What follows belongs to an exercise in optimizing a design on an open flow for small area, a short achievable clock period and few clock cycles per item; a production flow would make more cautious choices.
Function was checked by simulation only, so behaviour that the tests miss may differ from the original.
Power and IR drop assume default switching activity.

== main ==
// mobius_inv_seq
module mobius_inv_seq #(
   parameter int N      = 512,
   parameter int log2_N = 9,
   parameter int PRE    = 8
) (
   input  logic         clk,
   input  logic         rst_n,
   input  logic         start,
   input  logic [0:N-1] inputs,
   output logic         busy,
   output logic         done,
   output logic [0:N-1] outputs
);
Size: about 3100 cells after synthesis, about 38000 um2 of cells after synthesis.
==> flow/config.mk <==
export PLATFORM = sky130hd
export DESIGN_NAME = mobius_inv_seq
export DESIGN_NICKNAME = mobius_inv_seq
export VERILOG_FILES = /design/flow/design.v
export SDC_FILE = /design/flow/constraint.sdc
export NUM_CORES = 4
export LEC_CHECK = 0
export CAP_MARGIN = 20
export CORE_MARGIN = 2
export CORE_UTILIZATION = 60
export SLEW_MARGIN = 20
export SYNTH_HIERARCHICAL = 1
export SYNTH_MINIMUM_KEEP_SIZE = 0
==> flow/constraint.sdc <==
create_clock -name core_clock -period 4.0 [get_ports {clk}]
set_input_delay 0.8000 -clock core_clock [delete_from_list [all_inputs] [get_ports {clk}]]
set_output_delay 0.8000 -clock core_clock [all_outputs]
set_load 0.01 [all_outputs]
standard.sh (not shown) runs the stock make flow with config.mk's settings and CLKGATE_MAP_FILE= SYNTH_SCRIPT=/design/flow/synth_recipe.tcl, a recipe that flattens the netlist after the stock synthesis.
==> flow/flow/run.sh <==
#!/bin/bash
# The standard layout, except that the port buffers are the smallest plain
# buffer (buf_1) instead of the delay buffer buffer_ports picks by default.
set -euo pipefail
export BUFFER_PORTS_ARGS="-buffer_cell sky130_fd_sc_hd__buf_1"
bash standard.sh > standard.log 2>&1
Run status, main: aborted in 3_2_place_iop, error PPL-0024
Testbench counts of main, summed over its fixed seeds: cycles 3,200, items 1,600.
The inputs of the feature branch differ from those of main as listed below.
# main
export LEC_CHECK = 0
export CAP_MARGIN = 20
export CORE_MARGIN = 2
export CORE_UTILIZATION = 60
export SLEW_MARGIN = 20
export SYNTH_HIERARCHICAL = 1
export SYNTH_MINIMUM_KEEP_SIZE = 0
create_clock -name core_clock -period 4.0 [get_ports {clk}]
# the feature branch
export LEC_CHECK = 0
export CAP_MARGIN = 20
export CORE_MARGIN = 2
export CORE_UTILIZATION = 60
export SETUP_SLACK_MARGIN = 1.5
export SLEW_MARGIN = 20
export SYNTH_HIERARCHICAL = 1
export SYNTH_MINIMUM_KEEP_SIZE = 0
create_clock -name core_clock -period 4.0 [get_ports {clk}]
==> flow/flow/run.sh <==
#!/bin/bash
# The standard layout, except that:
# - the port buffers are the smallest plain buffer (buf_1) instead of the
#   delay buffer buffer_ports picks by default;
# - pins may sit one routing track apart, so that the 1029 ports fit on the
#   edge of a die sized by the cells rather than by the pin count.
set -euo pipefail
export BUFFER_PORTS_ARGS="-buffer_cell sky130_fd_sc_hd__buf_1"
export PLACE_PINS_ARGS="-min_distance 1 -min_distance_in_tracks"
bash standard.sh > standard.log 2>&1
Notes after the runs:
Between main and the feature branch, the effective utilization at floorplan figures differ only marginally. [flow] the feature branch | stages: complete | final checks: fail | reason: max-capacitance violations, max-slew violations. Netlist area before placement came out exactly the same in the feature branch and main. Diff main..the feature branch | number of unique standard cell types used by synthesis | unchanged. From the feature branch to main, vertical die dimension did not move at all. Delta (the feature branch minus main): synthesized cell count neither gained nor lost much, fraction of synthesized cell area in xor and xnor cells flat, synthesized-area fraction occupied by and/or/nand/nor cells flat, die extent in x barely changed. The net count of the mapped netlist on the feature branch is in line with that on main. The feature branch vs. main: number of standard-cell rows in the floorplan saw little to no change, register bit count reported by yosys saw little to no change.

========
Setup of onyx:
Another version of the RTL of mobius_inv_seq (not shown whole).
Size: ~2900 cells after synthesis, roughly 1000 I/O pins, about 0.037 mm² of cells after synthesis.
export LEC_CHECK = 0
export CAP_MARGIN = 20
export CORE_MARGIN = 2
export CORE_UTILIZATION = 50
export SETUP_SLACK_MARGIN = 2.0
export SLEW_MARGIN = 20
export SYNTH_HIERARCHICAL = 1
export SYNTH_MINIMUM_KEEP_SIZE = 0
create_clock -name core_clock -period 4.0 [get_ports {clk}]
==> flow/flow/run.sh <==
#!/bin/bash
# The standard layout, except that:
# - the port buffers are the smallest plain buffer (buf_1) instead of the
#   delay buffer buffer_ports picks by default;
# - pins may sit one routing track apart, so that the 1029 ports fit on the
#   edge of a die sized by the cells rather than by the pin count.
set -euo pipefail
export BUFFER_PORTS_ARGS="-buffer_cell sky130_fd_sc_hd__buf_1"
export PLACE_PINS_ARGS="-min_distance 1 -min_distance_in_tracks"
bash standard.sh > standard.log 2>&1
onyx failed in global routing with DPL-0038.
Testbench counts of onyx, summed over its fixed seeds: cycles 3,200, items 1,600.
Input changes introduced in indigo (baseline for comparison: onyx):
- SETUP_SLACK_MARGIN changed from 2.0 to 1.5
Results
Of onyx and indigo, only onyx fails to reach the end of the flow. onyx did not make it past global routing, where a tool error ended it. Compared with onyx, in indigo buffers inserted during post-CTS setup optimization now smaller; total CTS buffers now larger; portion of the post-synthesis area used by sequential elements comparable. Diff onyx -> indigo: worst slack at placement dropped 0.15 ns; synthesized area divided by synthesized cell count barely changed; area of placed instances dropped 480 µm².
Modified inputs, nickel compared to indigo
- SETUP_SLACK_MARGIN now 1.25, was 1.5
## What came out
- Number of global-route vias before repair for nickel is lower than for indigo.
- Compared with indigo, nickel shows a lower final standard cell area without fillers.
- Looking at sum of routed wire segments on met1 across indigo and nickel, the one that comes out lower is nickel.
- indigo leaves more setup margin than nickel.
Relative to nickel, the following input files were edited for yarrow:
- a change of CORE_UTILIZATION from 50 to 40
==> flow/flow/run.sh <==
#!/bin/bash
# The standard layout, except that the port buffers are the smallest plain
# buffer (buf_1) instead of the delay buffer buffer_ports picks by default.
set -euo pipefail
export BUFFER_PORTS_ARGS="-buffer_cell sky130_fd_sc_hd__buf_1"
bash standard.sh > standard.log 2>&1
==> results.txt <==
- Compared with nickel, in yarrow fmax now sits higher; detailed-router iteration count before antenna repair fell by 3; later-pin clock latency in the skew report went down by 0.03 ns.
- Comparing yarrow with nickel, the clock slew at the register clock pins of the worst setup and hold paths came out essentially unchanged.
- yarrow: no failed stages, no open violations at the end
- There was hardly any difference in number of instances in the synthesized netlist between yarrow and nickel.
- Inserted tap cell count, yarrow vs nickel: up by more than 10%
- Between yarrow and nickel, it is yarrow whose buffering overhead is higher, by 1.7 points.
- Between nickel and yarrow, the overall power consumption is lower for nickel.

## static timing again, ports no longer ideal
How much do the figures lean on ideal ports? The routed layouts below were timed once more, with nothing changed but the port constraints.
Step 1, drivers: a clkbuf_16 drives clk and a buf_2 each remaining input, both assumed.
Step 2, shift: input delay + t, output delay - t, t = (earliest + latest rising clock arrival at the registers) / 2. This alone moves slack from input paths to output paths.
a / b / c = ideal ports / drivers / drivers and shift; a / b = the first two.
run | t, ns | setup slack, ns | latest minus earliest clock arrival (ns)
the feature branch | 0.718 | 0.701 / 0.741 / 0.023 | 0.041 / 0.041
indigo | 0.707 | 1.302 / 1.230 / 0.570 | 0.048 / 0.047
nickel | 0.704 | 1.140 / 1.149 / 0.488 | 0.054 / 0.053
yarrow | 0.702 | 1.170 / 1.129 / 0.502 | 0.048 / 0.049
For indigo, which loses most, drivers alone change the setup slack by -0.072 ns; drivers and shift together by -0.732 ns.
